From an optimization exercise on the open Yosys and OpenROAD flow, aimed at small area, a short achievable clock period and few clock cycles; shortcuts taken in it are not production practice. RTL that was checked went through simulation tests only; none was proved equivalent to the original. The RTL of runs 2 to 4 was laid out without a check of its function. No activity file was given, so power comes from the tool's default toggle rates.

===== design/flow/flow/run.sh =====
#!/bin/bash
# The standard layout, except that the port buffers are plain buffers
# (buf_4) instead of the delay cell buffer_ports picks by default.
set -euo pipefail
bash standard.sh 'BUFFER_PORTS_ARGS=-buffer_cell sky130_fd_sc_hd__buf_4' finish > standard_flow.log 2>&1

===== design/flow/standard.sh =====
#!/bin/bash
# synth_recipe.tcl (not shown) runs the flow's synth.tcl, then flattens the netlist and writes it again
# the make line also repeats each setting of config.mk as NAME=value (left out here)
make -C /OpenROAD-flow-scripts/flow DESIGN_CONFIG=/design/flow/config.mk WORK_HOME=/design/flow/orfs CLKGATE_MAP_FILE= SYNTH_SCRIPT=/design/flow/synth_recipe.tcl "${@:-finish}"

===== design/flow/config.mk =====
export PLATFORM = sky130hd
export DESIGN_NAME = chip8_cpu
export DESIGN_NICKNAME = chip8_cpu
export VERILOG_FILES = /design/flow/design.v
export SDC_FILE = /design/flow/constraint.sdc
export NUM_CORES = 4
export LEC_CHECK = 0
export ABC_AREA = 1
export CAP_MARGIN = 20
export CORE_MARGIN = 2
export CORE_UTILIZATION = 40
export CTS_BUF_LIST = sky130_fd_sc_hd__clkbuf_16
export CTS_CLUSTER_DIAMETER = 120
export CTS_CLUSTER_SIZE = 24
export PLACE_DENSITY = 0.6
export SETUP_SLACK_MARGIN = 4.0
export SLEW_MARGIN = 20

===== design/flow/constraint.sdc =====
create_clock -name core_clock -period 7.0 [get_ports {clk}]
set_input_delay 1.4000 -clock core_clock [delete_from_list [all_inputs] [get_ports {clk}]]
set_output_delay 1.4000 -clock core_clock [all_outputs]
set_load 0.01 [all_outputs]

===== design/flow/design.v =====
`timescale 1ns/1ns
module chip8_cpu (
    input  logic        clk,
    input  logic        reset_i,
    output logic        mem_rd_valid_o,
    output logic [11:0] mem_rd_addr_o,
    input  logic        mem_rd_ready_i,
    input  logic [7:0]  mem_rd_data_i,
    output logic        mem_wr_valid_o,
    output logic [19:0] mem_wr_o,
    input  logic        mem_wr_ready_i
);
    logic [11:0] ra_q;
    logic        rv_q;
    logic [7:0]  hb_q;
    logic [11:1] st_q [0:15];
    logic [3:0]  sp_q;             
    logic        irv_q;
    logic [11:0] ir_q;
    logic [7:0]  ox_q, oy_q;       
    logic        d_wx, d_wf;       
    logic [2:0]  d_rs;             
    logic        d_addk, d_subx, d_suby;
    logic        d_skip, d_skne, d_skvy;
    logic        d_jv0, d_ldi, d_addi, d_bcd, d_blk;
    logic [7:0]  v_q [0:15];
    logic [11:0] i_q;
    logic        wv_q;
    logic [11:0] wa_q;
    logic [7:0]  wd_q;
    logic [11:0] na_q;             
    logic        blk_q;            
    logic        pend_q;
    logic [3:0]  idx_q;
    logic [3:0]  last_q;
    logic [1:0]  bh_q;             
    logic [6:0]  bv_q;             
    logic [11:1] ra_inc;
    logic [3:0]  x;
    logic [7:0]  kk;
    logic [11:0] nnn;
    assign x   = ir_q[11:8];
    assign kk  = ir_q[7:0];
    assign nnn = ir_q[11:0];
    logic [7:0] add_a, add_b;
    logic [9:0] add_s;
    assign add_a = ox_q;
    assign add_b = d_addk ? kk : oy_q;
    assign add_s = {1'b0, add_a, 1'b1} + {1'b0, add_b, d_subx || d_suby};
    logic [7:0] res;
    logic       flag;
    always_comb begin
        case (d_rs)
            3'd0:    res = kk;
            3'd1:    res = add_s[8:1];
            3'd2:    res = oy_q;
            3'd3:    res = ox_q | oy_q;
            3'd4:    res = ox_q & oy_q;
            3'd5:    res = ox_q ^ oy_q;
            3'd6:    res = {1'b0, ox_q[7:1]};
            default: res = {ox_q[6:0], 1'b0};
        endcase
        case (d_rs)
            3'd6:    flag = ox_q[0];
            3'd7:    flag = ox_q[7];
            default: flag = add_s[9];
        endcase
    end
    logic skip;
    assign skip = d_skip && ((ox_q == (d_skvy ? oy_q : kk)) ^ d_skne);
    logic d_store, hazard, e_hold, e_done, e_redir;
    logic [11:1] e_tgt;
    assign d_store = d_bcd || d_blk;
    assign hazard  = pend_q && blk_q &&
                     ((d_wx && (x >= idx_q) && (x <= last_q)) || (d_wf && (last_q == 4'hF)));
    assign e_hold  = (d_store && pend_q) || hazard;
    assign e_done  = irv_q && !e_hold;
    assign e_redir = e_done && (skip || d_jv0);
    always_comb begin
        if (d_skip) e_tgt = ra_inc;
        else        e_tgt = nnn[11:1] + {4'd0, v_q[0][7:1]} + {10'd0, nnn[0] & v_q[0][0]};
    end
    always_ff @(posedge clk) begin
        if (e_done) begin
            if (d_wx) v_q[x] <= res;
            if (d_wf) v_q[15] <= {7'd0, flag};
        end
    end
    logic [12:0] i_sum;
    assign i_sum = {i_q, 1'b1} + {4'd0, d_blk ? {4'd0, x} : ox_q, d_blk};
    always_ff @(posedge clk) begin
        if (reset_i)
            i_q <= 12'd0;
        else if (e_done) begin
            if (d_ldi)            i_q <= nnn;
            if (d_addi || d_blk)  i_q <= i_sum[12:1];
        end
    end
    logic [7:0] lb;
    logic [3:0] op, n;
    assign lb = mem_rd_data_i;
    assign op = hb_q[7:4];
    assign n  = lb[3:0];
    logic lo_call, lo_jump, lo_ret;
    assign lo_call = (op == 4'h2);
    assign lo_jump = (op == 4'h1) || lo_call;
    assign lo_ret  = (hb_q == 8'h00) && (lb == 8'hEE);
    assign ra_inc  = ra_q[11:1] + 11'd1;
    logic lo_ok, lo_fire, hi_fire;
    assign lo_ok   = !irv_q || (!d_wx && !d_wf && !(d_store && pend_q));
    assign hi_fire = mem_rd_ready_i && !ra_q[0];
    assign lo_fire = mem_rd_ready_i && ra_q[0] && lo_ok;
    logic       port_fetch;
    logic [7:0] port;
    assign port_fetch = ra_q[0] && lo_ok && ((op == 4'h5) || (op == 4'h8) || (op == 4'h9));
    assign port       = v_q[port_fetch ? lb[7:4] : idx_q];
    logic       n_wx, n_wf, n_addk, n_subx, n_suby, n_skip, n_skne, n_skvy;
    logic       n_jv0, n_ldi, n_addi, n_bcd, n_blk;
    logic [2:0] n_rs;
    always_comb begin
        n_wx   = 1'b0;
        n_wf   = 1'b0;
        n_rs   = 3'd1;
        n_addk = (op == 4'h7);
        n_subx = (op == 4'h8) && (n == 4'h7);
        n_suby = (op == 4'h8) && (n == 4'h5);
        n_skip = (op == 4'h3) || (op == 4'h4) ||
                 (((op == 4'h5) || (op == 4'h9)) && (n == 4'h0));
        n_skne = (op == 4'h4) || (op == 4'h9);
        n_skvy = (op == 4'h5) || (op == 4'h9);
        n_jv0  = (op == 4'hB);
        n_ldi  = (op == 4'hA);
        n_addi = (op == 4'hF) && (lb == 8'h1E);
        n_bcd  = (op == 4'hF) && (lb == 8'h33);
        n_blk  = (op == 4'hF) && (lb == 8'h55);
        case (op)
            4'h6: begin n_wx = 1'b1; n_rs = 3'd0; end
            4'h7: begin n_wx = 1'b1; n_rs = 3'd1; end
            4'h8: begin
                n_wx = 1'b1;
                case (n)
                    4'h0: n_rs = 3'd2;
                    4'h1: n_rs = 3'd3;
                    4'h2: n_rs = 3'd4;
                    4'h3: n_rs = 3'd5;
                    4'h4, 4'h5, 4'h7: begin n_rs = 3'd1; n_wf = 1'b1; end
                    4'h6: begin n_rs = 3'd6; n_wf = 1'b1; end
                    4'hE: begin n_rs = 3'd7; n_wf = 1'b1; end
                    default: n_wx = 1'b0;
                endcase
            end
            default: ;
        endcase
    end
    always_ff @(posedge clk) begin
        if (reset_i) begin
            ra_q  <= 12'h200;
            rv_q  <= 1'b0;
            irv_q <= 1'b0;
        end else begin
            rv_q <= 1'b1;
            if (e_redir)
                ra_q <= {e_tgt, 1'b0};
            else if (hi_fire)
                ra_q[0] <= 1'b1;
            else if (lo_fire) begin
                if (lo_jump)
                    ra_q <= {hb_q[3:0], lb[7:1], 1'b0};
                else if (lo_ret)
                    ra_q <= {st_q[sp_q], 1'b0};
                else
                    ra_q <= {ra_inc, 1'b0};
            end
            if (lo_fire)
                irv_q <= 1'b1;
            else if (e_done)
                irv_q <= 1'b0;
        end
    end
    always_ff @(posedge clk) begin
        if (hi_fire)
            hb_q <= lb;
        if (lo_fire) begin
            ir_q   <= {hb_q[3:0], lb};
            ox_q   <= n_subx ? ~v_q[hb_q[3:0]] : v_q[hb_q[3:0]];
            oy_q   <= n_suby ? ~port : port;
            d_wx   <= n_wx;
            d_wf   <= n_wf;
            d_rs   <= n_rs;
            d_addk <= n_addk;
            d_subx <= n_subx;
            d_suby <= n_suby;
            d_skip <= n_skip;
            d_skne <= n_skne;
            d_skvy <= n_skvy;
            d_jv0  <= n_jv0;
            d_ldi  <= n_ldi;
            d_addi <= n_addi;
            d_bcd  <= n_bcd;
            d_blk  <= n_blk;
        end
    end
    always_ff @(posedge clk) begin
        if (lo_fire && lo_call)
            st_q[sp_q + 4'd1] <= ra_inc;
    end
    always_ff @(posedge clk) begin
        if (reset_i)
            sp_q <= 4'hF;
        else if (lo_fire && lo_call)
            sp_q <= sp_q + 4'd1;
        else if (lo_fire && lo_ret)
            sp_q <= sp_q - 4'd1;
    end
    logic [1:0] hund;
    logic [7:0] rest;
    logic [3:0] tens, ones;
    logic [7:0] gbyte;
    assign hund  = (ox_q >= 8'd200) ? 2'd2 : (ox_q >= 8'd100) ? 2'd1 : 2'd0;
    assign rest  = ox_q - ((ox_q >= 8'd200) ? 8'd200 : (ox_q >= 8'd100) ? 8'd100 : 8'd0);
    assign tens  = bv_q / 7'd10;
    assign ones  = bv_q % 7'd10;
    assign gbyte = blk_q ? port : {4'd0, idx_q[1] ? ones : idx_q[0] ? tens : {2'd0, bh_q}};
    logic w_fire, out_free, issue, gen_go;
    assign w_fire   = wv_q && mem_wr_ready_i;
    assign out_free = !wv_q || mem_wr_ready_i;
    assign issue    = e_done && d_store;
    assign gen_go   = pend_q && out_free && !(blk_q && port_fetch);
    always_ff @(posedge clk) begin
        if (reset_i) begin
            wv_q   <= 1'b0;
            pend_q <= 1'b0;
        end else if (issue) begin
            if (out_free) begin
                wv_q   <= 1'b1;
                pend_q <= d_bcd || (x != 4'h0);
            end else begin
                pend_q <= 1'b1;
            end
        end else if (gen_go) begin
            wv_q   <= 1'b1;
            pend_q <= (idx_q != last_q);
        end else if (w_fire) begin
            wv_q <= 1'b0;
        end
    end
    always_ff @(posedge clk) begin
        if (issue) begin
            blk_q  <= d_blk;
            last_q <= d_bcd ? 4'd2 : x;
            bh_q   <= hund;
            bv_q   <= rest[6:0];
            if (out_free) begin
                wa_q  <= i_q;
                wd_q  <= d_bcd ? {6'd0, hund} : v_q[0];
                idx_q <= 4'd1;
            end else begin
                na_q  <= i_q;
                idx_q <= 4'd0;
            end
        end else if (gen_go) begin
            wa_q  <= (idx_q == 4'd0) ? na_q : wa_q + 12'd1;
            wd_q  <= gbyte;
            idx_q <= idx_q + 4'd1;
        end
    end
    assign mem_rd_valid_o = rv_q;
    assign mem_rd_addr_o  = ra_q;
    assign mem_wr_valid_o = wv_q;
    assign mem_wr_o       = {wa_q, wd_q};
endmodule

==> results of run 1 <==
==> sequential cells by signal, indices dropped and copies added (netlist names), 2 cells and up, named ones only <==
register,flops
oy_q,8
na_q,12
v_q,128
bh_q,2
ra_q,12
bv_q,7
ir_q,12
hb_q,8
d_rs,3
sp_q,4
ox_q,8
i_q,12
wa_q,12
wd_q,8
st_q,176
last_q,4
idx_q,4
==> cell type report <==
class | instances | share of cell area
Sequential cell | 446 | 0.505
Timing Repair Buffer | 124 | 0.0437
Multi-Input combinational cell | 1589 | 0.350
Clock buffer | 22 | 0.0215
Tap cell | 756 | 0.0369
Inverter | 269 | 0.0404
Timing Repair inverter | 1 | 0.000293
Clock inverter | 17 | 0.00322
==> routing by layer <==
layer | track usage | wire, microns | up-vias
met4 | 0.0668 | 1980 | 0
met5 | 0 | 0 | -
met3 | 0.0251 | 5510 | 99
li1 | - | - | 8513
met1 | 0.328 | 30000 | 8780
met2 | 0.347 | 30500 | 832
==> power groups by stage <==
stage / clock [uW] / sequential [uW] / combinational, uW
after CTS: 1460 / 3070 / 692
after global placement: 0 / 3130 / 655
final: 1430 / 3050 / 744
after global routing: 1540 / 3060 / 813
after floorplan: 0 / 3080 / 454
after detailed placement: 0 / 3130 / 664
==> synthesized netlist by cell type (all sizes together), types with 3 or more instances <==
cell	number
edfxtp	399
nand2	384
o21ai	278
inv	264
nor2	264
nand3	156
o211ai	128
a21oi	117
clkbuf	65
ha	60
dfxtp	47
xor2	46
buf	41
nand4	26
nor3	20
o22ai	17
xnor2	15
o221ai	14
a31oi	13
or2	6
clkinv	5
fa	5
a2111oi	4
nand3b	4
a211oi	3
a32oi	3
mux2i	3
o21bai	3
==> logic make-up (layout without fill, tap and decap cells) <==
| logic type | Yosys count | after routing | synth area share |
|---|---|---|---|
| simple gates | 864 | 867 | 0.158 |
| compound gates | 593 | 593 | 0.152 |
| flops | 446 | 446 | 0.564 |
| buf+inv | 375 | 433 | 0.0651 |
| fa+ha+maj | 65 | 65 | 0.0371 |
| xor+xnor | 61 | 61 | 0.0233 |
| mux | 3 | 3 | 0.00131 |
==> worst max-delay path, delay by kind of cell (launching register included) <==
family,cells,cell delay [ns]
AO/OA/AOI/OAI,1,0.12
XOR/XNOR,1,0.15
buffers and inverters,2,0.62
flip-flops,1,0.49
AND/OR/NAND/NOR,9,1.21
==> path summary, 6_finish.rpt <==
path	end	slack, ns	depth (start not counted)
worst min-delay path	na_q[8]	0.50	0
worst min register to register	na_q[8]	0.50	0
worst max register to register	oy_q[6]	4.12	13
worst max-delay path	oy_q[6]	4.12	13
==> through the flow <==
stage	instance area [sq um]	util	cells	setup WS (ns)	hold WS [ns]
after global placement	24000	0.424	3132	3.06	0.463
after global routing	25600	0.454	3224	3.97	0.525
after detailed placement	24000	0.425	3133	3.02	0.469
final	25600	0.454	3224	4.12	0.501
after CTS	25200	0.446	3196	3.94	0.494
after floorplan	22900	-	2407	3.96	0.437
==> timing repair <==
item,4_1_cts,5_1_grt
buffers inserted,20,26
resized for setup,87,43
hold buffers,0,0
cloned,4,1
pin swaps,12,10
setup endpoints to repair,401,454
==> flow_metrics.tcl, run 1 <==
set metrics [dict create \
    status "complete, no violations" \
    mostFrequentLayoutCells "edfxtp_1 (399), nand2_1 (368), inv_1 (266)" \
    syn_avg_cell_area_sq_um 9.53 \
    cts_buffer_depth 3 \
    switchingPower_uw 1430 \
    tns_ns 0 \
    ant_nets 0 \
    die_h_microns 243 \
    antenna_found_initial 0 \
    cp_max_fo 16 \
    synth_flop_cell "edfxtp_1" \
    leakage_uw 0.00981 \
    slew_violations 0 \
    synth_warnings 1 \
    clk_latency_ns 0.58 \
    fmax_mhz 347 \
    min_period_ns 2.88 \
    dieWidth_microns 243 \
    crit_start "d_bcd" \
    path_class "flip-flop to flip-flop" \
    drc 0 \
    routed_wl_mm 68.0 \
    cp-start-kind "flip-flop" \
    seq_power_share 0.584 \
    synthTopCellsByArea "edfxtp_1 (52%), nand2_1 (6.2%), o21ai_0 (5.9%), nor2_1 (4.3%), inv_1 (4.2%)" \
    synthesis.instances 2407 \
    initial_core_util 0.406 \
    grt_pass1_wl_mm 103 \
    rsz0062_at_grt "yes" \
    ff_latch_area_sq_um 12900 \
    viasPerCell 5.65 \
    overflow 0 \
    nets 2530 \
    min_period_over_period 0.411 \
    avgRoutedWirePerCell_microns 21.1 \
    hold_path.startpoint "i_q[8]" \
    crit_chain "inv_2, nand2_1, nand2_1, nand2_1, nand2_2, nand3_4, nand2_1, o21ai_4, inv_1, nand3_1, nand3_1, nand2_1, xor2_1" \
    syn_to_final_growth_pct 11.8 \
    fillers 5273 \
    crit_top_cell "nand2_1" \
    dieArea_sq_um 59300 \
    slowest_delay_ns 0.50 \
    num_antenna_cells 0 \
    rows 87 \
    cts.sinks 446 \
    clkTransAtPathRegs_ns 0.10 \
    vias 18200 \
    io_buffer_count 45 \
    numCtsBuffers 22 \
    drive_gt1_frac 0.101 \
    ys_ff_latch 446 \
    grt_pass1_vias 17000 \
    internal_power_uw 3800 \
    cts_max_level 1 \
    multiInputGateArea_sq_um 8960 \
    p_comb_frac 0.142 \
    hold_path_class "flip-flop to flip-flop" \
    p_clk_frac 0.274 \
    synth_top_cell_area_share 0.523 \
    maxSlewHeadroom 0.232 \
    gp_congestion 0.936 \
    maxCapViolations 0 \
    synthArstFlopShare 0 \
    dp_hpwl_mm 45.6 \
    cp.arrival_ns 3.16 \
    synth_edf_count 399 \
    tritoncts "built" \
    syn_area_sq_um 22900 \
    mostFrequentLayoutCell "edfxtp_1" \
    dr.pass1.iters 6 \
    hold_violations 0 \
    powerDensity_nw_per_um2 204 \
    ys_seq_area_frac 0.564 \
    vdd_drop_max_uv 174 \
    synthesis.nets 2484 \
    cp.required_ns 7.29 \
    root_buffer "clkbuf_16" \
    crit-reg2reg-launch "d_bcd" \
    finalClockSkew_ns 0.0348 \
    fin_total_pwr_uw 5230 \
    cp-end-kind "flip-flop" \
    cpMaxStageDelayCell "inv_1" \
    fp.coreArea_sq_um 56500 \
    top_level_ports 46 \
    track_usage 0.223 \
    drtIter0Drc 2151 \
    synth_area_leader_cell "edfxtp_1" \
    worstMarginPinSlew_ns 1.15 \
    finalSetupViolations 0 \
    grt_max_degree 129 \
    swShare 0.273 \
    ys_types 51 \
]
Testbench counts, summed over its fixed seeds: cycles 56,560.
==> inputs of run 2 (changes only) <==
--- a/design/flow/design.v
+++ b/design/flow/design.v
@@ -77,7 +77,9 @@
     assign e_done  = irv_q && !e_hold;
     assign e_redir = e_done && (skip || d_jv0);
+    logic [12:0] i_sum;
+    assign i_sum = {d_jv0 ? nnn : i_q, 1'b1} + {4'd0, ox_q, d_blk};
     always_comb begin
         if (d_skip) e_tgt = ra_inc;
-        else        e_tgt = nnn[11:1] + {4'd0, v_q[0][7:1]} + {10'd0, nnn[0] & v_q[0][0]};
+        else        e_tgt = i_sum[12:2];
     end
     always_ff @(posedge clk) begin
@@ -87,6 +89,4 @@
         end
     end
-    logic [12:0] i_sum;
-    assign i_sum = {i_q, 1'b1} + {4'd0, d_blk ? {4'd0, x} : ox_q, d_blk};
     always_ff @(posedge clk) begin
         if (reset_i)
@@ -183,5 +183,6 @@
         if (lo_fire) begin
             ir_q   <= {hb_q[3:0], lb};
-            ox_q   <= n_subx ? ~v_q[hb_q[3:0]] : v_q[hb_q[3:0]];
+            ox_q   <= n_blk ? {4'd0, hb_q[3:0]} :
+                      n_subx ? ~v_q[hb_q[3:0]] : v_q[(op == 4'hB) ? 4'h0 : hb_q[3:0]];
             oy_q   <= n_suby ? ~port : port;
             d_wx   <= n_wx;
==> run 2 against run 1 <==
Design area grew 5.6%. Critical path type is now input port to flip-flop. Global-route usage grew 1.1 points. Clock skew shrank 0.0026 ns. Synthesized area grew 2.9%. Routed wire length grew 10%. Setup slack lost 0.068 ns. Non-clock buffer count grew 45. Highest routed layer is now met5. Power grew 1.4%. Synthesized cell count grew 5.0%.
==> flow_metrics.tcl, run 2 <==
set metrics [dict create \
    status "complete, no violations" \
    dpl.cell_count 3259 \
    fp.coreArea_sq_um 58700 \
    synthesis.instances 2528 \
    initial_core_util 0.402 \
    reg_top3 "st_q (176), v_q (128)" \
    slew_violations 0 \
    cp-end-kind "flip-flop" \
    p_comb_frac 0.157 \
    powerDensity_nw_per_um2 196 \
    synth_warnings 1 \
    reg2reg_depth 18 \
    r2r_end "v_q[15][0]" \
    min_period_ns 2.95 \
    internal_power_uw 3820 \
    mostFrequentLayoutCells "edfxtp_1 (399), nand2_1 (386), o21ai_0 (296)" \
    whs_path_depth 0 \
    drc 0 \
    drive_gt1_frac 0.120 \
    clk_latency_ns 0.58 \
    r2r_slack_ns 4.12 \
    post-route-util 0.461 \
    min_period_over_period 0.421 \
    cp.arrival_ns 3.23 \
    dr.pass1.iters 6 \
    maxSlewHeadroom 0.408 \
    syn_area_sq_um 23600 \
    switchingPower_uw 1480 \
    drtIter0Drc 2156 \
    tns_ns 0 \
    cp_max_fo 9 \
    largest_reg_flops 176 \
    antenna_found_initial 1 \
    fmax_mhz 339 \
    mostFrequentLayoutCell "edfxtp_1" \
    crit_start "mem_rd_data_i[0]" \
    num_antenna_cells 0 \
    regMostFlops "st_q" \
    track_usage 0.234 \
    grt_max_degree 81 \
    path_class "input port to flip-flop" \
    crit-reg2reg-launch "d_addk" \
    synthesis.nets 2597 \
    synthTopCellsByArea "edfxtp_1 (51%), o21ai_0 (6.5%), nand2_1 (6.3%), nand3_1 (4.6%), o211ai_1 (4.1%)" \
    leakage_uw 0.0102 \
    overflow 0 \
    finalSetupViolations 0 \
    synth_top_cell_area_share 0.508 \
    swShare 0.279 \
    vias 19800 \
    io_buffer_count 45 \
    synthTopCellsByCount "edfxtp_1 (399), nand2_1 (394), o21ai_0 (305)" \
    ys_seq_area_frac 0.548 \
    clkTransAtPathRegs_ns 0.10 \
    top_level_ports 46 \
    synthMostInstantiatedCell "edfxtp_1" \
    gp_congestion 0.949 \
    cts_buffer_depth 3 \
    fin_total_pwr_uw 5300 \
    cts.sinks 446 \
    setup_ws_ns 4.05 \
    syn_to_final_growth_pct 14.7 \
    dp_hpwl_mm 48.0 \
    hold_violations 0 \
    rsz0062_at_grt "yes" \
    cts_max_level 1 \
    finalClockSkew_ns 0.0322 \
    rows 89 \
    cp.required_ns 7.28 \
    critical_path.endpoint "ox_q[0]" \
    p_clk_frac 0.271 \
    cp-start-kind "input port" \
    worstMarginPinSlew_ns 0.882 \
    nets 2670 \
    dp_slack_ns 3.05 \
    ys_ff_latch 446 \
    vdd_drop_max_uv 159 \
    finalNonFillerCells 3390 \
    synthArstFlopShare 0 \
    root_buffer "clkbuf_16" \
    avgRoutedWirePerCell_microns 22.1 \
    hold_path_class "flip-flop to flip-flop" \
    cts_hold_buf 0 \
    dieArea_sq_um 60900 \
    die_h_microns 247 \
    numCtsBuffers 22 \
    fillers 5478 \
    seq_power_share 0.572 \
    synth_flop_cell "edfxtp_1" \
    routed_wl_mm 75.1 \
    dieWidth_microns 247 \
    viasPerCell 5.85 \
    synth_area_leader_cell "edfxtp_1" \
    syn_avg_cell_area_sq_um 9.33 \
    maxCapViolations 0 \
    ant_nets 0 \
    grt_pass1_wl_mm 109 \
    ys_types 48 \
    synth_edf_count 399 \
    tritoncts "built" \
    grt_pass1_vias 17900 \
]
run 2: cell count changes after synthesis, sizes merged, moves of 10 or more:
| cell | previous run | this run |
|---|---|---|
| nand3 | 156 | 218 |
| a21oi | 117 | 103 |
| o21ai | 278 | 317 |
| nand2 | 384 | 401 |
| nand4 | 26 | 13 |
| o221ai | 14 | 50 |
| a211oi | 3 | 18 |
| clkbuf | 65 | 81 |
| o311ai | 0 | 12 |
| nor2 | 264 | 254 |
run 2: worst min path at each step:
stage / from / to / slack, ns
floorplan: i_q[2] / na_q[2] / 0.41
global placement: i_q[5] / na_q[5] / 0.41
detailed placement: i_q[5] / na_q[5] / 0.42
CTS: i_q[5] / na_q[5] / 0.44
global route: i_q[5] / na_q[5] / 0.45
finish: i_q[5] / na_q[5] / 0.44
run 2: per-stage QoR:
stage | hold WS, ns | area (sq um)
after floorplan | 0.408 | 23600
after global placement | 0.410 | 24700
after detailed placement | 0.416 | 24700
after CTS | 0.442 | 26200
after global routing | 0.453 | 27100
final | 0.442 | 27100
run 2: per-layer routing:
layer,global-route usage,vias up,share of wire
met5,0,-,0.00017
met4,0.0739,2,0.036
met3,0.0280,172,0.083
met2,0.372,953,0.45
met1,0.334,9569,0.43
li1,-,9125,-
run 2: layout make-up:
cell class,instances,area (sq um),area share
Sequential cell,446,12900,0.478
Multi-Input combinational cell,1696,9630,0.356
Timing Repair Buffer,169,1820,0.0673
Inverter,263,1050,0.0388
Tap cell,773,967,0.0358
Clock buffer,22,551,0.0204
Clock inverter,18,87.6,0.00324
Timing Repair inverter,3,23.8,0.000879
run 2: power by group through the flow:
stage / Sequential, uW / Clock [uW] / Combinational, uW
finish: 3030 / 1440 / 832
global placement: 3100 / 0 / 718
global route: 3040 / 1550 / 907
CTS: 3030 / 1460 / 757
floorplan: 3070 / 0 / 483
detailed placement: 3100 / 0 / 728
run 2: cells by family (layout without fill, tap and decap cells):
family / count (synthesis) / after routing / share of synthesized area
adders and majority gates: 57 / 57 / 0.0312
AOI/OAI and AO/OA: 672 / 672 / 0.173
buffers and inverters: 386 / 475 / 0.0649
DFF: 446 / 446 / 0.548
and+or+nand+nor: 909 / 909 / 0.161
xor gates and xnor gates: 58 / 58 / 0.0215
run 2: critical path, stage by stage:
cell	delay, ns
buf_4	0.15
inv_1	0.07
nor2_1	0.12
nand4_1	0.51
clkinv_1	0.48
o221ai_1	0.21
nand3_1	0.12
o21ai_0	0.16
run 2: what timing repair did:
action | 4_1_cts | 5_1_grt
resized for setup | 80 | 75
cloned | 2 | 6
setup buffers | 40 | 43
pin swaps | 21 | 21
setup endpoints to repair | 448 | 430
==> inputs of run 3 (changes only) <==
--- a/design/flow/config.mk
+++ b/design/flow/config.mk
@@ -14,4 +14,4 @@
 export CTS_CLUSTER_SIZE = 24
 export PLACE_DENSITY = 0.6
-export SETUP_SLACK_MARGIN = 4.0
+export SETUP_SLACK_MARGIN = 4.3
 export SLEW_MARGIN = 20
==> run 3 against run 2 <==
Die area did not move. Fmax increased by 5.9%. Critical path depth grew 11. Setup slack better by 0.16 ns. Sequential share of layout area decreased by 2.7 points. First-iteration DRC count is 26% higher. Synthesized area unchanged. Count of clock-buffer cells in the layout is the same. Synthesized cell count unchanged. Largest cell class unchanged.
==> flow_metrics.tcl, run 3 <==
set metrics [dict create \
    multiInputGateArea_sq_um 10200 \
    path_class "flip-flop to flip-flop" \
    dieWidth_microns 247 \
    clk_latency_ns 0.59 \
    syn_to_final_growth_pct 21.5 \
    ant_nets 0 \
    worstMarginPinSlew_ns 0.858 \
    synthTopCellsByCount "edfxtp_1 (399), nand2_1 (394), o21ai_0 (305)" \
    cp.arrival_ns 3.28 \
    hold_path.startpoint "i_q[4]" \
    avgRoutedWirePerCell_microns 23.5 \
    finalClockSkew_ns 0.0251 \
    num_antenna_cells 0 \
    ys_ff_latch 446 \
    maxCapViolations 0 \
    status "complete, no violations" \
    syn_area_sq_um 23600 \
    met2_usage 0.384 \
    hold_path_end "na_q[4]" \
    reg_top3 "st_q (176), v_q (128)" \
    slew_violations 0 \
    use_met3 0.0297 \
    leakage_uw 0.0108 \
    whs_path_depth 0 \
    largest_reg_flops 176 \
    ys_seq_area_frac 0.548 \
    reg2reg_depth 19 \
    dp_hpwl_mm 48.4 \
    fillers 5271 \
    hold_path_class "flip-flop to flip-flop" \
    min_period_over_period 0.398 \
    cp_max_fo 6 \
    synth_flop_cell "edfxtp_1" \
    viasPerCell 6.02 \
    crit_top_cell "nand2_1" \
    dieArea_sq_um 60900 \
    r2r_slack_ns 4.22 \
    crit_start "d_jv0" \
    tritoncts "built" \
    cpMaxStageDelayCell "edfxtp_1" \
    hold_violations 0 \
    numCtsBuffers 22 \
    fp.coreArea_sq_um 58700 \
    drtIter0Drc 2714 \
    finalSetupViolations 0 \
    crit_chain "buf_2, nand2_1, o21ai_0, ha_1, inv_1, o21bai_1, nand3_1, nand3_2, a21oi_2, nor2_1, nand2_2, nor2_2, nand2_1, nand3_1, nand2_1, nand2_1, nand2_2, nor2_2, nor2_1" \
    synthesis.instances 2528 \
    synthArstFlopShare 0 \
    dr.pass1.iters 9 \
    vdd_drop_max_uv 162 \
    post-route-util 0.489 \
    routed_wl_mm 81.4 \
    cp.required_ns 7.49 \
    mostFrequentLayoutCells "edfxtp_1 (399), nand2_1 (358), o21ai_0 (276)" \
    overflow 0 \
    synthTopCellsByArea "edfxtp_1 (51%), o21ai_0 (6.5%), nand2_1 (6.3%), nand3_1 (4.6%), o211ai_1 (4.1%)" \
    global_route.usage.met1 0.350 \
    gp_congestion 0.925 \
    cts.sinks 446 \
    die_h_microns 247 \
    tns_ns 0 \
    crit-reg2reg-launch "d_jv0" \
    drc 0 \
    nets 2745 \
    vias 20900 \
    synth_top_cell_area_share 0.508 \
    maxSlewHeadroom 0.426 \
    cts_buffer_depth 3 \
    antenna_found_initial 1 \
    drive_gt1_frac 0.176 \
    fmax_mhz 359 \
    grt_max_degree 60 \
    synth_area_leader_cell "edfxtp_1" \
    r2r_end "ra_q[11]" \
    initial_core_util 0.402 \
    grt_pass1_vias 18900 \
    grt-busiest-layer "met2" \
    track_usage 0.245 \
    ys_types 48 \
    powerDensity_nw_per_um2 191 \
    slowest_delay_ns 0.47 \
    cp-end-kind "flip-flop" \
    mostFrequentLayoutCell "edfxtp_1" \
    rsz0062_at_grt "yes" \
    io_buffer_count 45 \
    rows 89 \
    cp-start-kind "flip-flop" \
    regMostFlops "st_q" \
    ff_latch_area_sq_um 12900 \
    synth_edf_count 399 \
    top_level_ports 46 \
    clkTransAtPathRegs_ns 0.10 \
    root_buffer "clkbuf_16" \
    cts_max_level 1 \
    synthesis.nets 2597 \
    grt_pass1_wl_mm 114 \
    syn_avg_cell_area_sq_um 9.33 \
    synthMostInstantiatedCell "edfxtp_1" \
    synth_warnings 1 \
    min_period_ns 2.78 \
]
[run 3: power breakdown]
group          total (uW)  switching, uW  internal, uW
clock                1450            863           583
sequential           3040           60.0          2980
combinational         989            646           344
total                5470           1570          3900
[run 3: metrics by stage]
stage          hold WS, ns  setup WS [ns]  std cells  total power [uW]  cell area (sq um)
3_3_place_gp         0.410           3.30       3255              3820              24800
4_1_cts              0.439           4.19       3372              5340              27000
2_1_floorplan        0.408           4.30       2528              3560              23800
5_1_grt              0.454           4.06       3465              5650              28700
3_5_place_dp         0.414           3.27       3255              3830              24800
6_report             0.440           4.22       3465              5470              28700
[run 3: timing repair]
item / in CTS / in global routing
gates cloned: 8 / 23
endpoints found under the setup margin: 497 / 463
hold buffers: 0 / 0
endpoints found under the hold margin: 0 / 0
gates resized for setup: 142 / 171
pin swaps: 41 / 84
setup buffers: 69 / 70
[run 3: cell families after synthesis]
logic type / Yosys count / share of synthesized area
compound gates: 672 / 0.173
xor+xnor: 58 / 0.0215
fa+ha+maj: 57 / 0.0312
buf+inv: 386 / 0.0649
flops: 446 / 0.548
simple gates: 909 / 0.161
[run 3: how the worst max path moves through the flow]
stage / depth (start not counted) / slack, ns / endpoint
3_3_place_gp: 13 / 3.30 / wd_q[3]
2_1_floorplan: 10 / 4.30 / oy_q[7]
6_report: 19 / 4.22 / ra_q[11]
4_1_cts: 15 / 4.19 / wd_q[4]
3_5_place_dp: 13 / 3.27 / wd_q[0]
5_1_grt: 19 / 4.06 / ra_q[11]
[run 3: critical path, delay by kind of cell, from the launching register on]
kind,cells,cell delay [ns]
compound gates,3,0.38
buf+inv,2,0.30
fa+ha+maj,1,0.37
simple gates,13,1.19
flops,1,0.47
[run 3: final cells by class]
type                            count  area share
Timing Repair inverter              2    0.000436
Clock inverter                     18     0.00297
Tap cell                          773      0.0337
Inverter                          263      0.0380
Multi-Input combinational cell   1700       0.356
Sequential cell                   446       0.451
Clock buffer                       22      0.0192
Timing Repair Buffer              241      0.0985
[run 3: metal layers]
layer,routed length [microns],vias to the layer above
li1,-,9310
met1,32900,10000
met2,36400,1275
met3,8550,269
met4,3450,2
met5,11,-
==> inputs of run 4 (changes only) <==
--- a/design/flow/design.v
+++ b/design/flow/design.v
@@ -21,6 +21,6 @@
     logic        d_wx, d_wf;       
     logic [2:0]  d_rs;             
-    logic        d_addk, d_subx, d_suby;
-    logic        d_skip, d_skne, d_skvy;
+    logic        d_subx;
+    logic        d_skip, d_skne;
     logic        d_jv0, d_ldi, d_addi, d_bcd, d_blk;
     logic [7:0]  v_q [0:15];
@@ -43,14 +43,11 @@
     assign kk  = ir_q[7:0];
     assign nnn = ir_q[11:0];
-    logic [7:0] add_a, add_b;
     logic [9:0] add_s;
-    assign add_a = ox_q;
-    assign add_b = d_addk ? kk : oy_q;
-    assign add_s = {1'b0, add_a, 1'b1} + {1'b0, add_b, d_subx || d_suby};
+    assign add_s = {1'b0, ox_q, 1'b1} + {1'b0, oy_q, d_subx};
     logic [7:0] res;
     logic       flag;
     always_comb begin
         case (d_rs)
-            3'd0:    res = kk;
+            3'd0:    res = ~add_s[8:1];
             3'd1:    res = add_s[8:1];
             3'd2:    res = oy_q;
@@ -62,4 +59,5 @@
         endcase
         case (d_rs)
+            3'd0:    flag = !add_s[9];
             3'd6:    flag = ox_q[0];
             3'd7:    flag = ox_q[7];
@@ -68,6 +66,7 @@
     end
     logic skip;
-    assign skip = d_skip && ((ox_q == (d_skvy ? oy_q : kk)) ^ d_skne);
-    logic d_store, hazard, e_hold, e_done, e_redir;
+    assign skip = d_skip && ((ox_q == oy_q) ^ d_skne);
+    logic issue;
+    logic d_store, hazard, e_hold, e_done, e_redir, e_wr;
     logic [11:1] e_tgt;
     assign d_store = d_bcd || d_blk;
@@ -76,5 +75,6 @@
     assign e_hold  = (d_store && pend_q) || hazard;
     assign e_done  = irv_q && !e_hold;
-    assign e_redir = e_done && (skip || d_jv0);
+    assign e_redir = irv_q && (skip || d_jv0);
+    assign e_wr    = irv_q && !hazard;
     logic [12:0] i_sum;
     assign i_sum = {d_jv0 ? nnn : i_q, 1'b1} + {4'd0, ox_q, d_blk};
@@ -84,16 +84,14 @@
     end
     always_ff @(posedge clk) begin
-        if (e_done) begin
-            if (d_wx) v_q[x] <= res;
-            if (d_wf) v_q[15] <= {7'd0, flag};
-        end
+        if (e_wr && d_wx) v_q[x] <= res;
+        if (e_wr && d_wf) v_q[15] <= {7'd0, flag};
     end
     always_ff @(posedge clk) begin
         if (reset_i)
             i_q <= 12'd0;
-        else if (e_done) begin
-            if (d_ldi)            i_q <= nnn;
-            if (d_addi || d_blk)  i_q <= i_sum[12:1];
-        end
+        else if (irv_q && d_ldi)
+            i_q <= nnn;
+        else if ((irv_q && d_addi) || (issue && d_blk))
+            i_q <= i_sum[12:1];
     end
     logic [7:0] lb;
@@ -115,5 +113,5 @@
     assign port_fetch = ra_q[0] && lo_ok && ((op == 4'h5) || (op == 4'h8) || (op == 4'h9));
     assign port       = v_q[port_fetch ? lb[7:4] : idx_q];
-    logic       n_wx, n_wf, n_addk, n_subx, n_suby, n_skip, n_skne, n_skvy;
+    logic       n_wx, n_wf, n_kk, n_subx, n_suby, n_skip, n_skne;
     logic       n_jv0, n_ldi, n_addi, n_bcd, n_blk;
     logic [2:0] n_rs;
@@ -122,5 +120,5 @@
         n_wf   = 1'b0;
         n_rs   = 3'd1;
-        n_addk = (op == 4'h7);
+        n_kk   = (op == 4'h3) || (op == 4'h4) || (op == 4'h6) || (op == 4'h7);
         n_subx = (op == 4'h8) && (n == 4'h7);
         n_suby = (op == 4'h8) && (n == 4'h5);
@@ -128,5 +126,4 @@
                  (((op == 4'h5) || (op == 4'h9)) && (n == 4'h0));
         n_skne = (op == 4'h4) || (op == 4'h9);
-        n_skvy = (op == 4'h5) || (op == 4'h9);
         n_jv0  = (op == 4'hB);
         n_ldi  = (op == 4'hA);
@@ -135,5 +132,5 @@
         n_blk  = (op == 4'hF) && (lb == 8'h55);
         case (op)
-            4'h6: begin n_wx = 1'b1; n_rs = 3'd0; end
+            4'h6: begin n_wx = 1'b1; n_rs = 3'd2; end
             4'h7: begin n_wx = 1'b1; n_rs = 3'd1; end
             4'h8: begin
@@ -144,5 +141,6 @@
                     4'h2: n_rs = 3'd4;
                     4'h3: n_rs = 3'd5;
-                    4'h4, 4'h5, 4'h7: begin n_rs = 3'd1; n_wf = 1'b1; end
+                    4'h4, 4'h7: begin n_rs = 3'd1; n_wf = 1'b1; end
+                    4'h5: begin n_rs = 3'd0; n_wf = 1'b1; end
                     4'h6: begin n_rs = 3'd6; n_wf = 1'b1; end
                     4'hE: begin n_rs = 3'd7; n_wf = 1'b1; end
@@ -184,15 +182,13 @@
             ir_q   <= {hb_q[3:0], lb};
             ox_q   <= n_blk ? {4'd0, hb_q[3:0]} :
-                      n_subx ? ~v_q[hb_q[3:0]] : v_q[(op == 4'hB) ? 4'h0 : hb_q[3:0]];
-            oy_q   <= n_suby ? ~port : port;
+                      (n_subx || n_suby) ? ~v_q[hb_q[3:0]] :
+                      v_q[(op == 4'hB) ? 4'h0 : hb_q[3:0]];
+            oy_q   <= n_kk ? lb : port;
             d_wx   <= n_wx;
             d_wf   <= n_wf;
             d_rs   <= n_rs;
-            d_addk <= n_addk;
             d_subx <= n_subx;
-            d_suby <= n_suby;
             d_skip <= n_skip;
             d_skne <= n_skne;
-            d_skvy <= n_skvy;
             d_jv0  <= n_jv0;
             d_ldi  <= n_ldi;
@@ -223,8 +219,8 @@
     assign ones  = bv_q % 7'd10;
     assign gbyte = blk_q ? port : {4'd0, idx_q[1] ? ones : idx_q[0] ? tens : {2'd0, bh_q}};
-    logic w_fire, out_free, issue, gen_go;
+    logic w_fire, out_free, gen_go;
     assign w_fire   = wv_q && mem_wr_ready_i;
     assign out_free = !wv_q || mem_wr_ready_i;
-    assign issue    = e_done && d_store;
+    assign issue    = irv_q && d_store && !pend_q;
     assign gen_go   = pend_q && out_free && !(blk_q && port_fetch);
     always_ff @(posedge clk) begin
--- a/design/flow/config.mk
+++ b/design/flow/config.mk
@@ -14,4 +14,4 @@
 export CTS_CLUSTER_SIZE = 24
 export PLACE_DENSITY = 0.6
-export SETUP_SLACK_MARGIN = 4.3
+export SETUP_SLACK_MARGIN = 4.0
 export SLEW_MARGIN = 20
==> run 4 against run 3 <==
Still clean. Critical path depth fell by 10. Synthesized area shrank 1.1%. Sequential power hardly changed. Count of clock-buffer cells in the layout is the same.
==> flow_metrics.tcl, run 4 <==
set metrics [dict create \
    track_usage 0.246 \
    fillers 5539 \
    grt_pass1_vias 17900 \
    reg2reg_depth 9 \
    synthTopCellsByArea "edfxtp_1 (51%), nand2_1 (6.6%), o21ai_0 (6.2%), nor2_1 (4.5%), inv_1 (4.1%)" \
    drc 0 \
    antenna_found_initial 1 \
    min_period_over_period 0.425 \
    die_h_microns 245 \
    fp.coreArea_sq_um 57700 \
    routed_wl_mm 76.1 \
    synth_warnings 1 \
    synth_top_family_by_area "compound AO/OA/AOI/OAI gates" \
    mostFrequentLayoutCells "nand2_1 (403), edfxtp_1 (396), o21ai_0 (278)" \
    cp-start-kind "flip-flop" \
    mostFrequentLayoutCell "nand2_1" \
    synthesis.instances 2541 \
    top_level_ports 46 \
    ys_seq_area_frac 0.550 \
    crit-reg2reg-launch "d_blk" \
    gp_congestion 0.992 \
    cp-end-kind "flip-flop" \
    hold_path_class "flip-flop to flip-flop" \
    dr.pass1.iters 7 \
    avgRoutedWirePerCell_microns 22.7 \
    critical_path.endpoint "st_q[12][4]" \
    fmax_mhz 336 \
    grt_max_degree 82 \
    cts_hold_buf 0 \
    tritoncts "built" \
    clkTransAtPathRegs_ns 0.10 \
    cts_max_level 1 \
    yosys.area_share.simple 0.166 \
    synthArstFlopShare 0 \
    drive_gt1_frac 0.104 \
    crit_top_cell "nand2_1" \
    path_class "flip-flop to flip-flop" \
    syn_to_final_growth_pct 12.0 \
    vdd_drop_max_uv 194 \
    largest_reg_flops 176 \
    numCtsBuffers 22 \
    synth_edf_count 396 \
    nets 2636 \
    min_period_ns 2.98 \
    finalClockSkew_ns 0.0302 \
    synth_flop_cell "edfxtp_1" \
    overflow 0 \
    dp_hpwl_mm 50.9 \
    grt_pass1_wl_mm 113 \
    tns_ns 0 \
    synth_area_leader_cell "edfxtp_1" \
    syn_avg_cell_area_sq_um 9.18 \
    synth_top_cell_area_share 0.510 \
    cts.sinks 443 \
    synthXorXnorAreaFrac 0.0158 \
    hold_violations 0 \
    synthMostInstantiatedCell "nand2_1" \
    root_buffer "clkbuf_16" \
    r2r_end "st_q[12][4]" \
    synthesis.nets 2606 \
    slowest_delay_ns 0.56 \
    r2r_slack_ns 4.02 \
    dieWidth_microns 245 \
    rows 88 \
    synth_compound_area_frac 0.169 \
    ys_ff_latch 443 \
    initial_core_util 0.404 \
    vias 19500 \
    ys_types 49 \
    dieArea_sq_um 60300 \
    viasPerCell 5.83 \
    cpMaxStageDelayCell "nor2_2" \
    status "complete, no violations" \
    ant_nets 0 \
    slew_violations 0 \
    cts_buffer_depth 3 \
    crit_start "d_blk" \
    powerDensity_nw_per_um2 203 \
    rsz0062_at_grt "yes" \
    num_antenna_cells 0 \
    maxSlewHeadroom 0.230 \
    cp_max_fo 11 \
    syn_area_sq_um 23300 \
    cp.arrival_ns 3.20 \
    leakage_uw 0.00979 \
    cp.required_ns 7.22 \
    worstMarginPinSlew_ns 1.15 \
    finalSetupViolations 0 \
    synth_mux_area_frac 0.00300 \
    fin_total_pwr_uw 5300 \
    regMostFlops "st_q" \
    crit_chain "inv_1, nand2_1, nand2_1, nand2_1, nand2_2, nand3_1, nor2_2, nand2_1, nor2_2" \
    synthTopCellsByCount "nand2_1 (410), edfxtp_1 (396), o21ai_0 (291)" \
    clk_latency_ns 0.59 \
    synthAdderAreaFrac 0.0294 \
    drtIter0Drc 2443 \
    reg_top3 "st_q (176), v_q (128)" \
    maxCapViolations 0 \
    io_buffer_count 45 \
]
## run 4: changes by cell type in the layout (fill, tap and decap cells not counted), moves of 27 or more
cell	previous run	this run
buf_12	47	19
a21oi_1	97	142
nor2_1	205	243
buf_4	154	105
nand2_1	358	403
o211ai_1	130	103
## run 4: kinds of logic after synthesis
| group | after synthesis |
|---|---|
| simple gates | 934 |
| xor+xnor | 42 |
| mux | 7 |
| compound gates | 669 |
| flops | 443 |
| buf+inv | 393 |
| fa+ha+maj | 53 |
## run 4: routing by layer
metal  global-route usage  routed length (microns)  vias up
met2                0.390                    34800     1037
li1                     -                        -     8989
met4               0.0841                     2810        2
met3               0.0379                     6860      164
met5                    0                       15        -
met1                0.343                    31600     9335
## run 4: layout make-up
cell class	instances	area (sq um)	area share
timing repair buffer	130	1240	0.0474
sequential	443	12800	0.491
clock buffer	22	551	0.0211
tap	765	957	0.0366
inverter	265	1020	0.0389
multi-input combinational	1705	9410	0.360
timing repair inverter	4	25.0	0.000958
clock inverter	18	88.8	0.00340
## run 4: where the power goes
| group | switching (uW) | internal [uW] |
|---|---|---|
| sequential | 59.6 | 2960 |
| clock | 862 | 585 |
| combinational | 587 | 245 |
| total | 1510 | 3790 |
## run 4: worst min path at each step
stage          startpoint       end  slack [ns]  cells after the start
6_report          hb_q[3]  ir_q[11]        0.46                      0
2_1_floorplan     hb_q[0]   ir_q[8]        0.42                      0
3_3_place_gp       i_q[2]   na_q[2]        0.44                      0
4_1_cts           hb_q[3]  ir_q[11]        0.44                      0
5_1_grt           hb_q[3]  ir_q[11]        0.46                      0
3_5_place_dp       i_q[2]   na_q[2]        0.44                      0
## run 4: worst max-delay path, delay by kind of cell, from the launching register on
kind / cells / cell delay (ns)
buffers and inverters: 1 / 0.17
DFF: 1 / 0.49
and+or+nand+nor: 8 / 1.94
## run 4: what timing repair did
action | CTS | global route
setup endpoints to repair | 395 | 398
buffers inserted | 22 | 31
gates resized for setup | 68 | 72
pin swaps | 12 | 13
gates cloned | 1 | 3
## run 4: stage by stage
step | instance area (sq um) | worst slack (ns) | cells | utilization | hold WS [ns]
2_1_floorplan | 23300 | 4.03 | 2541 | - | 0.421
3_3_place_gp | 24300 | 3.14 | 3255 | 0.422 | 0.441
3_5_place_dp | 24400 | 3.10 | 3255 | 0.422 | 0.445
4_1_cts | 25500 | 3.73 | 3318 | 0.442 | 0.443
5_1_grt | 26100 | 3.87 | 3352 | 0.453 | 0.456
6_report | 26100 | 4.02 | 3352 | 0.453 | 0.459
==> inputs of run 5 (changes only) <==
--- a/design/flow/design.v
+++ b/design/flow/design.v
@@ -78,8 +78,8 @@
     assign e_wr    = irv_q && !hazard;
     logic [12:0] i_sum;
-    assign i_sum = {d_jv0 ? nnn : i_q, 1'b1} + {4'd0, ox_q, d_blk};
+    assign i_sum = {i_q, 1'b1} + {4'd0, ox_q, d_blk};
     always_comb begin
         if (d_skip) e_tgt = ra_inc;
-        else        e_tgt = i_sum[12:2];
+        else        e_tgt = nnn[11:1] + {4'd0, v_q[0][7:1]} + {10'd0, nnn[0] & v_q[0][0]};
     end
     always_ff @(posedge clk) begin
@@ -183,5 +183,5 @@
             ox_q   <= n_blk ? {4'd0, hb_q[3:0]} :
                       (n_subx || n_suby) ? ~v_q[hb_q[3:0]] :
-                      v_q[(op == 4'hB) ? 4'h0 : hb_q[3:0]];
+                      v_q[hb_q[3:0]];
             oy_q   <= n_kk ? lb : port;
             d_wx   <= n_wx;
==> run 5 against run 4 <==
Critical endpoint is now v_q[12][5]. Hold slack better by 0.010 ns. Utilization grew 0.17 points. Largest power group unchanged. Synthesized cell count fell by 11%. Still clean on timing, DRC and antenna.
==> flow_metrics.tcl, run 5 <==
set metrics [dict create \
    path_buf_inv 2 \
    reg2reg_depth 13 \
    crit_top_cell "nand3_1" \
    cp_top_family "simple AND/OR/NAND/NOR gates" \
    fin_total_pwr_uw 5290 \
    reg_top3 "st_q (176), v_q (128)" \
    mostFrequentLayoutCell "edfxtp_1" \
    finalSetupViolations 0 \
    grt_pass1_wl_mm 96.8 \
    cts.sinks 443 \
    fmax_mhz 349 \
    drc 0 \
    dp_slack_ns 3.29 \
    maxCapViolations 0 \
    path_class "flip-flop to flip-flop" \
    setup_ws_ns 4.13 \
    dieWidth_microns 241 \
    mostFrequentLayoutCells "edfxtp_1 (396), nand2_1 (358), inv_1 (248)" \
    clkTransAtPathRegs_ns 0.11 \
    drive_gt1_frac 0.104 \
    slew_violations 0 \
    place_area_sq_um 23700 \
    min_period_over_period 0.409 \
    avgRoutedWirePerCell_microns 21.4 \
    regMostFlops "st_q" \
    status "complete, no violations" \
    crit_chain "ha_1, nand2_1, o21bai_1, nand2_1, o21ai_0, nand3_1, o21ai_0, nand3_1, nand3_1, inv_2, nand2_2, nor2_4, buf_12" \
    whs_ns 0.469 \
    min_period_ns 2.87 \
    synth_flop_cell "edfxtp_1" \
    cp_max_fo 8 \
    cts_max_level 1 \
    slowest_delay_ns 0.56 \
    grt_max_degree 126 \
    vdd_drop_max_uv 158 \
    numCtsBuffers 22 \
    hold_path.startpoint "v_q[15][3]" \
    io_buffer_count 45 \
    whs_path_depth 2 \
    root_buffer "clkbuf_16" \
    clk_latency_ns 0.60 \
    synth_area_leader_cell "edfxtp_1" \
    ys_seq_area_frac 0.572 \
    synthTopCellsByArea "edfxtp_1 (53%), nand2_1 (6.2%), dfxtp_1 (4.2%), inv_1 (4.1%), o21ai_0 (4.0%)" \
    hold_violations 0 \
    ant_nets 0 \
    grt_pass1_vias 16200 \
    tritoncts "built" \
    hold_path_end "v_q[15][3]" \
    track_usage 0.219 \
    r2r_slack_ns 4.13 \
    die_h_microns 241 \
    synthesis.instances 2272 \
    leakage_uw 0.00960 \
    cts_buffer_depth 3 \
    synth_edf_count 396 \
    synthesis.nets 2345 \
    tns_ns 0 \
    routed_wl_mm 65.9 \
    viasPerCell 5.69 \
    dieArea_sq_um 58000 \
    cp-end-kind "flip-flop" \
    cpMaxStageDelayCell "edfxtp_1" \
    synth_warnings 1 \
    fp.coreArea_sq_um 55300 \
    dp_hpwl_mm 43.3 \
    num_antenna_cells 0 \
    cp.required_ns 7.27 \
    cp.arrival_ns 3.14 \
    antenna_found_initial 1 \
    finalClockSkew_ns 0.0591 \
    syn_avg_cell_area_sq_um 9.87 \
    vias 17500 \
    final_area_sq_um 25100 \
    top_level_ports 46 \
    r2r_end "v_q[12][5]" \
    syn_area_sq_um 22400 \
    ys_types 51 \
    synthMostInstantiatedCell "edfxtp_1" \
    gp_congestion 0.888 \
    drtIter0Drc 1862 \
    rsz0062_at_grt "yes" \
    largest_reg_flops 176 \
    powerDensity_nw_per_um2 210 \
    nets 2383 \
    maxSlewHeadroom 0.361 \
    worstMarginPinSlew_ns 0.958 \
    synthArstFlopShare 0 \
    syn_to_final_growth_pct 12.2 \
    overflow 0 \
    synth_top_cell_area_share 0.530 \
    synthTopCellsByCount "edfxtp_1 (396), nand2_1 (368), inv_1 (242)" \
    initial_core_util 0.405 \
    crit-reg2reg-launch "ir_q[11]" \
    rows 86 \
    cp-start-kind "flip-flop" \
    dr.pass1.iters 5 \
    ys_ff_latch 443 \
    hold_path_class "flip-flop to flip-flop" \
]
==> run 5: cell types whose count changed after synthesis, sizes merged, moves of 8 or more <==
cell    delta
o311ai    -16
clkbuf    -24
nor2      -51
nand3     -38
a211oi     -8
o22ai     -15
inv       -10
o21ai    -114
nand2     -41
a21oi     -11
mux2i     +23
==> run 5: final cells by class <==
type,count,area [sq um]
sequential,443,12800
multi-input combinational,1478,8660
fill,5207,30200
timing repair buffer,111,1080
tap,748,936
inverter,254,992
clock buffer,22,551
clock inverter,18,88.8
==> run 5: where the power goes <==
group	internal [uW]	leakage, uW	switching, uW
logic	263	0.00522	556
clock network	583	0.000363	841
registers	2970	0.00401	71.1
==> run 5: repair_timing <==
item,4_1_cts,5_1_grt
hold buffers,0,0
setup endpoints to repair,199,203
pin swaps,13,8
cloned,0,3
resized for setup,38,34
buffers inserted,21,21
==> run 5: cell families after synthesis <==
family                     Yosys count  share of synthesized area
AOI/OAI and AO/OA                  536                      0.146
xor gates and xnor gates            53                     0.0207
adders and majority gates           61                     0.0357
buffers and inverters              354                     0.0624
DFF                                443                      0.572
muxes                               30                     0.0134
and+or+nand+nor                    795                      0.149
==> run 5: through the flow <==
stage          utilization  cells
6_report             0.455   3074
5_1_grt              0.455   3074
4_1_cts              0.448   3049
3_5_place_dp         0.428   2988
3_3_place_gp         0.428   2988
2_1_floorplan            -   2272
==> run 5: worst max-delay path by stage <==
stage                           startpoint         end  cells after the start
after floorplan             mem_rd_ready_i  st_q[0][0]                      6
after global placement    mem_rd_data_i[5]     wd_q[0]                     11
after detailed placement  mem_rd_data_i[5]     wd_q[0]                     11
after CTS                          ox_q[0]     ra_q[1]                     14
after global routing               ir_q[9]  v_q[12][5]                     13
final                             ir_q[11]  v_q[12][5]                     13
==> run 5: per-layer routing <==
| layer | up-vias | share of wire | routed length [microns] | GRT usage |
|---|---|---|---|---|
| met1 | 8556 | 0.44 | 29000 | 0.317 |
| met3 | 105 | 0.078 | 5110 | 0.0268 |
| met5 | - | 0.00014 | 9 | 0 |
| li1 | 8095 | - | - | - |
| met2 | 720 | 0.46 | 30000 | 0.351 |
| met4 | 2 | 0.026 | 1750 | 0.0571 |
==> run 5: worst min-delay path: cells and delay by family (launching register included) <==
kind,cells,cell delay (ns)
DFF,1,0.32
AOI/OAI and AO/OA,1,0.05
and+or+nand+nor,1,0.06
Testbench counts of run 5, summed over its fixed seeds: cycles 56,560.
==> inputs of run 6 (changes only) <==
--- a/design/flow/config.mk
+++ b/design/flow/config.mk
@@ -14,4 +14,4 @@
 export CTS_CLUSTER_SIZE = 24
 export PLACE_DENSITY = 0.6
-export SETUP_SLACK_MARGIN = 4.0
+export SETUP_SLACK_MARGIN = 4.3
 export SLEW_MARGIN = 20
==> run 6 against run 5 <==
Critical path depth is 3 lower. Still clean. Non-clock buffer count increased by 56. Combinational power up 14%.
==> flow_metrics.tcl, run 6 <==
set metrics [dict create \
    die_h_microns 241 \
    cpMaxStageDelayCell "edfxtp_1" \
    cts.sinks 443 \
    hold_path_end "v_q[15][1]" \
    mostFrequentLayoutCells "edfxtp_1 (396), nand2_1 (348), inv_1 (231)" \
    reg_top3 "st_q (176), v_q (128)" \
    nets 2447 \
    tns_ns 0 \
    num_antenna_cells 0 \
    powerDensity_nw_per_um2 207 \
    maxSlewHeadroom 0.330 \
    r2r_end "v_q[11][7]" \
    drtIter0Drc 1889 \
    finalNonFillerCells 3138 \
    drive_gt1_frac 0.156 \
    dpl.cell_count 2986 \
    root_buffer "clkbuf_16" \
    fillers 5113 \
    finalSetupViolations 0 \
    crit_top_cell "buf_6" \
    crit_chain "buf_6, ha_1, a21oi_1, o21ai_1, a21oi_2, xor2_1, nor2_1, nor4_4, clkinvlp_2, buf_6" \
    grt_pass1_wl_mm 100 \
    dieArea_sq_um 58000 \
    antenna_found_initial 0 \
    gp_congestion 0.915 \
    path_buf_inv 3 \
    grt_max_degree 126 \
    cp-start-kind "flip-flop" \
    vdd_drop_max_uv 146 \
    synth_flop_cell "edfxtp_1" \
    numCtsBuffers 22 \
    ys_types 51 \
    avgRoutedWirePerCell_microns 22.0 \
    regMostFlops "st_q" \
    io_buffer_count 45 \
    synthTopCellsByCount "edfxtp_1 (396), nand2_1 (368), inv_1 (242)" \
    cts_max_level 1 \
    synthMostInstantiatedCell "edfxtp_1" \
    fp.coreArea_sq_um 55300 \
    use_met3 0.0260 \
    synth_warnings 1 \
    cts_buffer_depth 3 \
    maxCapViolations 0 \
    synthesis.instances 2272 \
    cp-end-kind "flip-flop" \
    min_period_ns 2.70 \
    hold_path_class "flip-flop to flip-flop" \
    drc 0 \
    ys_ff_latch 443 \
    routed_wl_mm 69.1 \
    crit-reg2reg-launch "ox_q[3]" \
    ant_nets 0 \
    synth_area_leader_cell "edfxtp_1" \
    leakage_uw 0.0100 \
    dieWidth_microns 241 \
    worstMarginPinSlew_ns 1.00 \
    vias 17800 \
    finalClockSkew_ns 0.0488 \
    dr.pass1.iters 5 \
    path_class "flip-flop to flip-flop" \
    track_usage 0.228 \
    slowest_delay_ns 0.55 \
    min_period_over_period 0.385 \
    rows 86 \
    synthArstFlopShare 0 \
    grt-busiest-layer "met2" \
    syn_to_final_growth_pct 16.9 \
    r2r_slack_ns 4.30 \
    synthTopCellsByArea "edfxtp_1 (53%), nand2_1 (6.2%), dfxtp_1 (4.2%), inv_1 (4.1%), o21ai_0 (4.0%)" \
    synth_top_cell_area_share 0.530 \
    met2_usage 0.373 \
    cp_top_family "buffers and inverters" \
    syn_avg_cell_area_sq_um 9.87 \
    largest_reg_flops 176 \
    fmax_mhz 371 \
    hold_path.startpoint "v_q[15][1]" \
    synthesis.nets 2345 \
    ys_seq_area_frac 0.572 \
    dp_hpwl_mm 43.4 \
    viasPerCell 5.69 \
    synth_edf_count 396 \
    syn_area_sq_um 22400 \
    hold_violations 0 \
    grt_pass1_vias 16400 \
    overflow 0 \
    clk_latency_ns 0.59 \
    cp.required_ns 7.33 \
    whs_path_depth 2 \
    reg2reg_depth 10 \
    global_route.usage.met1 0.325 \
    clkTransAtPathRegs_ns 0.11 \
    initial_core_util 0.405 \
    top_level_ports 46 \
    status "complete, no violations" \
    tritoncts "built" \
    cts_hold_buf 0 \
    rsz0062_at_grt "yes" \
    mostFrequentLayoutCell "edfxtp_1" \
    slew_violations 0 \
    cp.arrival_ns 3.03 \
    cp_max_fo 8 \
]
## run 6: cell count changes in the layout (fill, tap and decap cells not counted), moves of 10 or more
cell     before  now
buf_4        91  131
inv_1       248  231
inv_2        13   24
nand2_1     358  348
nand3_1     149  137
o21ai_0     177  164
## run 6: cell type report
cell class | instances | area (sq um) | share of cell area
Multi-Input combinational cell | 1484 | 9120 | 0.348
Inverter | 254 | 1020 | 0.0390
Clock inverter | 17 | 76.3 | 0.00291
Sequential cell | 443 | 12800 | 0.490
Timing Repair inverter | 2 | 12.5 | 0.000477
Timing Repair Buffer | 167 | 1630 | 0.0622
Tap cell | 748 | 936 | 0.0357
Clock buffer | 23 | 576 | 0.0220
## run 6: cells by family after synthesis
group,after synthesis,share of synthesized area
AO/OA/AOI/OAI,536,0.146
XOR/XNOR,53,0.0207
multiplexers,30,0.0134
buffers and inverters,354,0.0624
AND/OR/NAND/NOR,795,0.149
adder cells (fa/ha/maj),61,0.0357
flip-flops,443,0.572
## run 6: tightest hold or removal path, cell delays in order, from the launching register on
cell and delay, ns:
dfxtp_1 0.33, nand2_1 0.06, a21oi_1 0.05
## run 6: metal layers
metal	wire, microns	vias to the layer above
li1	-	8234
met1	29200	8631
met2	31800	847
met3	6240	128
met4	1820	0
met5	0	-
## run 6: stage by stage
stage	utilization	setup WS, ns	instance area, sq um	power (uW)	hold slack [ns]
3_5_place_dp	0.428	3.25	23700	3880	0.461
3_3_place_gp	0.428	3.28	23700	3870	0.451
2_1_floorplan	-	3.86	22700	3610	0.434
6_report	0.474	4.30	26200	5430	0.473
5_1_grt	0.474	4.25	26200	5630	0.499
4_1_cts	0.455	4.31	25200	5340	0.475
## run 6: worst max path at each step
stage	from	end	slack, ns	cells past startpoint
after CTS	v_q[0][1]	ra_q[11]	4.31	15
final	ox_q[3]	v_q[11][7]	4.30	10
after detailed placement	mem_rd_data_i[4]	wd_q[2]	3.25	12
after global placement	mem_rd_data_i[4]	wd_q[2]	3.28	12
after global routing	ox_q[0]	v_q[15][4]	4.25	15
after floorplan	mem_rd_ready_i	st_q[0][0]	3.86	6
## run 6: power breakdown
group          internal (uW)  switching (uW)  total, uW  leakage, uW
Clock                    604             838       1440     0.000376
Combinational            321             613        934      0.00563
Sequential              2970            81.8       3050      0.00401
## run 6: what timing repair did
action	in CTS	in global routing
cloned	3	9
pin swaps	18	29
buffers inserted	45	54
gates resized for setup	77	97
setup endpoints to repair	241	238
==> inputs of run 7 (changes only) <==
--- a/design/flow/config.mk
+++ b/design/flow/config.mk
@@ -14,4 +14,4 @@
 export CTS_CLUSTER_SIZE = 24
 export PLACE_DENSITY = 0.6
-export SETUP_SLACK_MARGIN = 4.3
+export SETUP_SLACK_MARGIN = 4.2
 export SLEW_MARGIN = 20
==> run 7 against run 6 <==
Still clean on timing, DRC and antenna. Synthesized cell count unchanged. Clock power hardly changed. Clock skew grew 0.00081 ns. Routed wire length shrank 2.2%. Utilization fell by 1.4 points. Via count is 1.7% lower. Hold slack got worse by 0.0028 ns. Synthesized area unchanged. Critical path depth unchanged. Largest power group unchanged. Highest routed layer unchanged.
==> flow_metrics.tcl, run 7 <==
set metrics [dict create \
    status "complete, no violations" \
    cp.required_ns 7.33 \
    synth_edf_count 396 \
    drtIter0Drc 1639 \
    cts_buffer_depth 3 \
    min_period_over_period 0.389 \
    rsz0062_at_grt "yes" \
    root_buffer "clkbuf_16" \
    cp-start-kind "flip-flop" \
    ff_latch_area_sq_um 12800 \
    crit_start "hb_q[6]" \
    powerDensity_nw_per_um2 210 \
    mostFrequentLayoutCells "edfxtp_1 (396), nand2_1 (352), inv_1 (244)" \
    finalClockSkew_ns 0.0496 \
    hold_path.startpoint "v_q[15][1]" \
    synthesis.instances 2272 \
    tritoncts "built" \
    initial_core_util 0.405 \
    syn_avg_cell_area_sq_um 9.87 \
    grt_max_degree 126 \
    vias 17500 \
    drive_gt1_frac 0.116 \
    grt_pass1_wl_mm 99.7 \
    dr.pass1.iters 5 \
    die_h_microns 241 \
    synth_top_cell_area_share 0.530 \
    internal_power_uw 3840 \
    cp-end-kind "flip-flop" \
    cp_max_fo 9 \
    track_usage 0.227 \
    avgRoutedWirePerCell_microns 21.9 \
    finalSetupViolations 0 \
    synthTopCellsByArea "edfxtp_1 (53%), nand2_1 (6.2%), dfxtp_1 (4.2%), inv_1 (4.1%), o21ai_0 (4.0%)" \
    ys_seq_area_frac 0.572 \
    maxCapViolations 0 \
    setup_ws_ns 4.28 \
    routed_wl_mm 67.5 \
    grt_pass1_vias 16600 \
    finalNonFillerCells 3082 \
    clkTransAtPathRegs_ns 0.11 \
    seq_power_share 0.571 \
    dp_hpwl_mm 43.9 \
    mostFrequentLayoutCell "edfxtp_1" \
    reg_top3 "st_q (176), v_q (128)" \
    slew_violations 0 \
    worstMarginPinSlew_ns 0.910 \
    synth_area_leader_cell "edfxtp_1" \
    multiInputGateArea_sq_um 8810 \
    ys_ff_latch 443 \
    cp.arrival_ns 3.05 \
    p_clk_frac 0.268 \
    synth_warnings 1 \
    numCtsBuffers 22 \
    maxSlewHeadroom 0.393 \
    min_period_ns 2.72 \
    crit-reg2reg-launch "hb_q[6]" \
    synthMostInstantiatedCell "edfxtp_1" \
    clk_latency_ns 0.59 \
    drc 0 \
    top_level_ports 46 \
    antenna_found_initial 0 \
    largest_reg_flops 176 \
    viasPerCell 5.69 \
    fmax_mhz 368 \
    cts_max_level 1 \
    fp.coreArea_sq_um 55300 \
    switchingPower_uw 1510 \
    syn_area_sq_um 22400 \
    fillers 5169 \
    dp_slack_ns 3.29 \
    path_class "flip-flop to flip-flop" \
    place_area_sq_um 23700 \
    dpl.cell_count 2987 \
    syn_to_final_growth_pct 13.4 \
    nets 2391 \
    ys_types 51 \
    hold_violations 0 \
    final_area_sq_um 25400 \
    dieArea_sq_um 58000 \
    io_buffer_count 45 \
    synth_flop_cell "edfxtp_1" \
    leakage_uw 0.00971 \
    whs_ns 0.470 \
    synthesis.nets 2345 \
    gp_congestion 0.903 \
    cts_hold_buf 0 \
    synthArstFlopShare 0 \
    hold_path_class "flip-flop to flip-flop" \
    overflow 0 \
    synthTopCellsByCount "edfxtp_1 (396), nand2_1 (368), inv_1 (242)" \
    ant_nets 0 \
    swShare 0.282 \
    p_comb_frac 0.161 \
    num_antenna_cells 0 \
    tns_ns 0 \
    dieWidth_microns 241 \
    rows 86 \
    cts.sinks 443 \
    vdd_drop_max_uv 150 \
    regMostFlops "st_q" \
]
==> run 7: area by class of cell <==
| cell class | count | share of cell area |
|---|---|---|
| Sequential cell | 443 | 0.505 |
| Multi-Input combinational cell | 1479 | 0.347 |
| Timing Repair Buffer | 118 | 0.0465 |
| Inverter | 254 | 0.0396 |
| Tap cell | 748 | 0.0368 |
| Clock buffer | 22 | 0.0216 |
| Clock inverter | 18 | 0.00364 |
==> run 7: critical path, stage by stage, from the launching register on <==
cell	delay (ns)
edfxtp_1	0.52
nor2_4	0.18
nand2_2	0.14
nand2_4	0.14
nand3_4	0.20
o21ai_4	0.44
inv_1	0.30
nand3_1	0.16
nand2_1	0.15
a21oi_1	0.16
nand2_1	0.06
==> run 7: what timing repair did <==
action                                  CTS  global route
buffers inserted                         33            16
endpoints found under the setup margin  264           208
pin swaps                                15            10
gates resized for setup                  62            46
cloned                                    3             2
==> run 7: logic make-up (layout without fill, tap and decap cells) <==
family | after synthesis | in the layout | synth area share
muxes | 30 | 30 | 0.0134
DFF | 443 | 443 | 0.572
buffers and inverters | 354 | 412 | 0.0624
adders and majority gates | 61 | 61 | 0.0357
xor gates and xnor gates | 53 | 53 | 0.0207
and+or+nand+nor | 795 | 799 | 0.149
AOI/OAI and AO/OA | 536 | 536 | 0.146
==> run 7: power groups by stage <==
stage | Clock (uW) | Sequential (uW) | Combinational (uW)
3_5_place_dp | 0 | 3130 | 742
6_report | 1430 | 3050 | 859
4_1_cts | 1460 | 3060 | 794
3_3_place_gp | 0 | 3130 | 729
5_1_grt | 1540 | 3060 | 936
2_1_floorplan | 0 | 3080 | 526
==> run 7: path summary, 6_finish.rpt <==
check	cells past startpoint	slack, ns	end
min	2	0.47	v_q[15][1]
max reg2reg	10	4.28	wd_q[0]
min reg2reg	2	0.47	v_q[15][1]
max	10	4.28	wd_q[0]
==> run 7: metrics by stage <==
stage                     utilization  total power (uW)
after detailed placement        0.428              3880
after global placement          0.428              3860
final                           0.460              5350
after global routing            0.460              5530
after floorplan                     -              3600
after CTS                       0.452              5320
==> run 7: routing by layer <==
metal,routed length (microns),track usage
met5,0,0
met4,2130,0.0632
met3,5340,0.0301
met2,30900,0.370
met1,29100,0.318

Check on run 7: ideal ports give 4.279 ns setup slack; a clkbuf_16 on the clock port and buf_2 on the inputs give 4.279 ns; moving port delays by the midpoint clock arrival (0.623 ns) as well gives 3.721 ns.
